Source: an optimization exercise on an open RTL-to-GDS flow (aim: small area). Production flows keep margins and buffers that such runs may drop. In this exercise RTL edits were held to simulation tests only and were not proved equivalent to the original. Power figures rest on the tool's default switching activity, not on a simulated workload.

Design mc51_cu, start of the top module:
module mc51_cu #(
	parameter int IRAM_DEPTH = 128
) (
	input  wire                        clk,
	input  wire                        reset_n,
	input  wire  [20:0]                i_dec_flat,
	input  wire  [47:0]                i_addr_flat,
	input  wire  [24:0]                i_alu_flat,
	input  wire  [7:0]                 i_mem_wdata,
	input  wire  [7:0]                 i_mem_rdata,
	input  wire                        i_data_rdy,
	output logic [2:0]                 o_bus,
	output logic [3:0]                 o_state,
	output logic [15:0]                o_pc,
	output logic [23:0]                o_bufs,
	output logic [47:0]                o_regs,
	output logic                       o_err_halt
);
clock: 8.0 ns
lec_check: 0
cap_margin: 20
core_margin: 2
core_utilization: 40
cts_cluster_diameter: 120
cts_cluster_size: 25
slew_margin: 20
synth_hierarchical: 1
synth_minimum_keep_size: 0
standard.sh (not shown) runs the stock make flow with config.mk's settings and CLKGATE_MAP_FILE= SYNTH_SCRIPT=/design/flow/synth_recipe.tcl, a recipe that flattens the netlist after the stock synthesis.
==> flow/flow/run.sh <==
#!/bin/bash
# Own layout flow: the standard ORFS flow (standard.sh, its synthesis
# unchanged) with three changes to how the layout is built:
#  - ports get 1x buffers (sky130_fd_sc_hd__buf_1) instead of delay buffers,
#  - clock tree: sink clusters of up to 25 within 120 um, no dummy loads,
#  - power recovery after global routing (downsizes non-critical cells).
# The make output goes to standard.log; every ORFS step keeps its own log
# under orfs/logs/.
set -euo pipefail
export BUFFER_PORTS_ARGS="-buffer_cell sky130_fd_sc_hd__buf_1"
export CTS_ARGS="-sink_clustering_enable -repair_clock_nets -sink_clustering_size 25 -sink_clustering_max_diameter 120 -dont_use_dummy_load"
export RECOVER_POWER=100
bash standard.sh > standard.log 2>&1
The baseline finished but fails on capacitance limit, slew limit.
==> next run, changes <==
==> flow/run.sh (new file) <==
#!/bin/bash
# synth_recipe.tcl (not shown) runs the flow's synth.tcl, then flattens the netlist and writes it again
# the make line also repeats each setting of config.mk as NAME=value (left out here)
make -C /OpenROAD-flow-scripts/flow DESIGN_CONFIG=/design/flow/config.mk WORK_HOME=/design/flow/orfs CLKGATE_MAP_FILE= SYNTH_SCRIPT=/design/flow/synth_recipe.tcl finish
--- a/flow/config.mk
+++ b/flow/config.mk
@@ -8 +8 @@
-export CAP_MARGIN = 20
+export CAP_MARGIN = 5
@@ -10,4 +10,4 @@
-export CORE_UTILIZATION = 40
-export CTS_CLUSTER_DIAMETER = 120
-export CTS_CLUSTER_SIZE = 25
-export SLEW_MARGIN = 20
+export CORE_UTILIZATION = 60
+export CTS_BUF_LIST = sky130_fd_sc_hd__clkbuf_8
+export CTS_CLUSTER_SIZE = 30
+export SLEW_MARGIN = 5
removed: flow/flow/run.sh
removed: flow/standard.sh
=> Now the flow passed the timing, DRC and antenna checks; global-route usage is higher by 14 points; flip-flop and latch count is unchanged; setup slack stays flat; count of clock-buffer cells in the layout is higher by 152; clock skew is lower by 0.041 ns; die area is lower by a quarter to a third; routed wire length is higher by a few percent; first-iteration DRC count is higher by roughly a tenth; cell count is lower slightly.
==> next run, changes <==
--- a/flow/config.mk
+++ b/flow/config.mk
@@ -8 +8 @@
-export CAP_MARGIN = 5
+export CAP_MARGIN = 20
@@ -10,4 +10,4 @@
-export CORE_UTILIZATION = 60
-export CTS_BUF_LIST = sky130_fd_sc_hd__clkbuf_8
-export CTS_CLUSTER_SIZE = 30
-export SLEW_MARGIN = 5
+export CORE_UTILIZATION = 40
+export CTS_CLUSTER_DIAMETER = 120
+export CTS_CLUSTER_SIZE = 25
+export SLEW_MARGIN = 20
Clock-buffer cell count falls by 145.
Clock power falls by 37%.
Combinational power rises by about 1%.
Critical path depth rises by 6.
Cell count rises by 3.0%.
Via count falls by 7.9%.

Another version of the RTL of mc51_cu (not shown whole).
For scale: about 3000 cells after synthesis, roughly 210 I/O pins, ~0.036 mm^2 of cells after synthesis.
==> flow/design.v (excerpt) <==
module mc51_cu #(
	parameter int IRAM_DEPTH = 128
) (
	input  wire                        clk,
	input  wire                        reset_n,
	input  wire  [20:0]                i_dec_flat,
	input  wire  [47:0]                i_addr_flat,
	input  wire  [24:0]                i_alu_flat,
	input  wire  [7:0]                 i_mem_wdata,
	input  wire  [7:0]                 i_mem_rdata,
	input  wire                        i_data_rdy,
	output logic [2:0]                 o_bus,
	output logic [3:0]                 o_state,
	output logic [15:0]                o_pc,
	output logic [23:0]                o_bufs,
	output logic [47:0]                o_regs,
	output logic                       o_err_halt
);
	mc51_cycle_pkg::decode_t                    i_dec;
	mc51_cycle_pkg::addr_t                      i_addr;
	mc51_cycle_pkg::alu_t                       i_alu;
	mc51_cycle_pkg::bus_t                       bus;
	mc51_cycle_pkg::mc_state_e                  state_q;
	mc51_cycle_pkg::mc_state_e                  state_d;
	mc51_cycle_pkg::mc_state_e                  s2_next;
	mc51_cycle_pkg::bufs_t                      bufs;
	mc51_sfr_pkg::core_regs_t   regs;
	assign i_dec      = i_dec_flat;
	assign i_addr     = i_addr_flat;
	assign i_alu      = i_alu_flat;
	assign o_bus      = bus;
	assign o_state    = state_q;
	assign o_bufs     = bufs;
	assign o_regs     = regs;
	assign o_err_halt = (state_q == mc51_cycle_pkg::HALT_LOOP);
	logic       ld_instr;
	logic       ld_s2;
	logic       ld_s3;
	logic       pc_inc;
	logic       pc_reload;
	logic       alu_load;
	logic       sfr_wr;
	logic       iram_we;
	logic [7:0] addr;
	logic [7:0] iram_rd;
	logic [7:0] sfr_rd;
	logic [7:0] rd;
	always_ff @(posedge clk or negedge reset_n) begin
		if (!reset_n) begin
			state_q <= mc51_cycle_pkg::S1_0;
		end else begin
			state_q <= state_d;
		end
	end
  ...
Settings: LEC_CHECK=0, CAP_MARGIN=20, CORE_MARGIN=2, CORE_UTILIZATION=40, CTS_CLUSTER_DIAMETER=120, CTS_CLUSTER_SIZE=25, SLEW_MARGIN=20, SYNTH_HIERARCHICAL=1, SYNTH_MINIMUM_KEEP_SIZE=0; clock period 8.0 ns.
==> flow/flow/run.sh <==
#!/bin/bash
# Own layout flow: the standard ORFS flow (standard.sh, its synthesis
# unchanged) with two changes to how the layout is built:
#  - ports get 1x buffers (sky130_fd_sc_hd__buf_1) instead of delay buffers,
#  - clock tree: sink clusters of up to 30 within 90 um, no dummy loads,
# The make output goes to standard.log; every ORFS step keeps its own log
# under orfs/logs/.
set -euo pipefail
export BUFFER_PORTS_ARGS="-buffer_cell sky130_fd_sc_hd__buf_1"
export CTS_ARGS="-sink_clustering_enable -repair_clock_nets -sink_clustering_size 30 -sink_clustering_max_diameter 90 -dont_use_dummy_load"
bash standard.sh > standard.log 2>&1
The first run passed the timing, DRC and antenna checks.
==> next run, changes <==
--- a/flow/flow/run.sh
+++ b/flow/flow/run.sh
@@ -5 +5 @@
-#  - clock tree: sink clusters of up to 30 within 90 um, no dummy loads,
+#  - clock tree: sink clusters of up to 25 within 120 um, no dummy loads,
@@ -10 +10 @@
-export CTS_ARGS="-sink_clustering_enable -repair_clock_nets -sink_clustering_size 30 -sink_clustering_max_diameter 90 -dont_use_dummy_load"
+export CTS_ARGS="-sink_clustering_enable -repair_clock_nets -sink_clustering_size 25 -sink_clustering_max_diameter 120 -dont_use_dummy_load"
What happened: Worst setup slack improved by 0.13 ns. Utilization went up by 0.14 points. Non-clock buffer count stays the same. Design area went up by about 0.3%. Wire length went up by about 0.3%. Cell count barely changes. Synthesized cell count is unchanged. Sequential power barely changes. Sequential cell count does not change. Count of clock-buffer cells in the layout went up by 5. Clock power went up by about 5%.

separate check: timing with driven ports:
In the flow no input, the clock included, has a driving cell. The finished layouts below were timed again as built, in two steps.
Step 1, drivers: a clkbuf_16 drives clk and a buf_2 each remaining input, both assumed.
Step 2 adds t to the input delays and takes it off the output delays; t is the mean of the earliest and latest rising clock arrival at the registers after step 1. Input paths then give back, and output paths get back, about the clock's delay inside the block.
Slacks: no drivers / after step 1 / after step 2; pairs: no drivers / after step 1.
run	t (ns)	slack for setup (ns)	hold slack, ns
the first run of note 1	0.681	0.313 / 0.358 / -0.323	0.307 / 0.307 / 0.307
the second run of note 1	0.883	0.315 / 0.357 / -0.526	0.332 / 0.332 / 0.332
the third run of note 1	0.700	0.255 / 0.295 / -0.404	0.321 / 0.321 / 0.321
the first run of note 2	0.689	0.947 / 0.993 / 0.304	0.312 / 0.312 / 0.312
the second run of note 2	0.713	1.075 / 1.122 / 0.409	0.284 / 0.284 / 0.284
The setup slack of the second run of note 1, which loses most, moves by +0.042 ns with the drivers and by -0.841 ns with both steps.
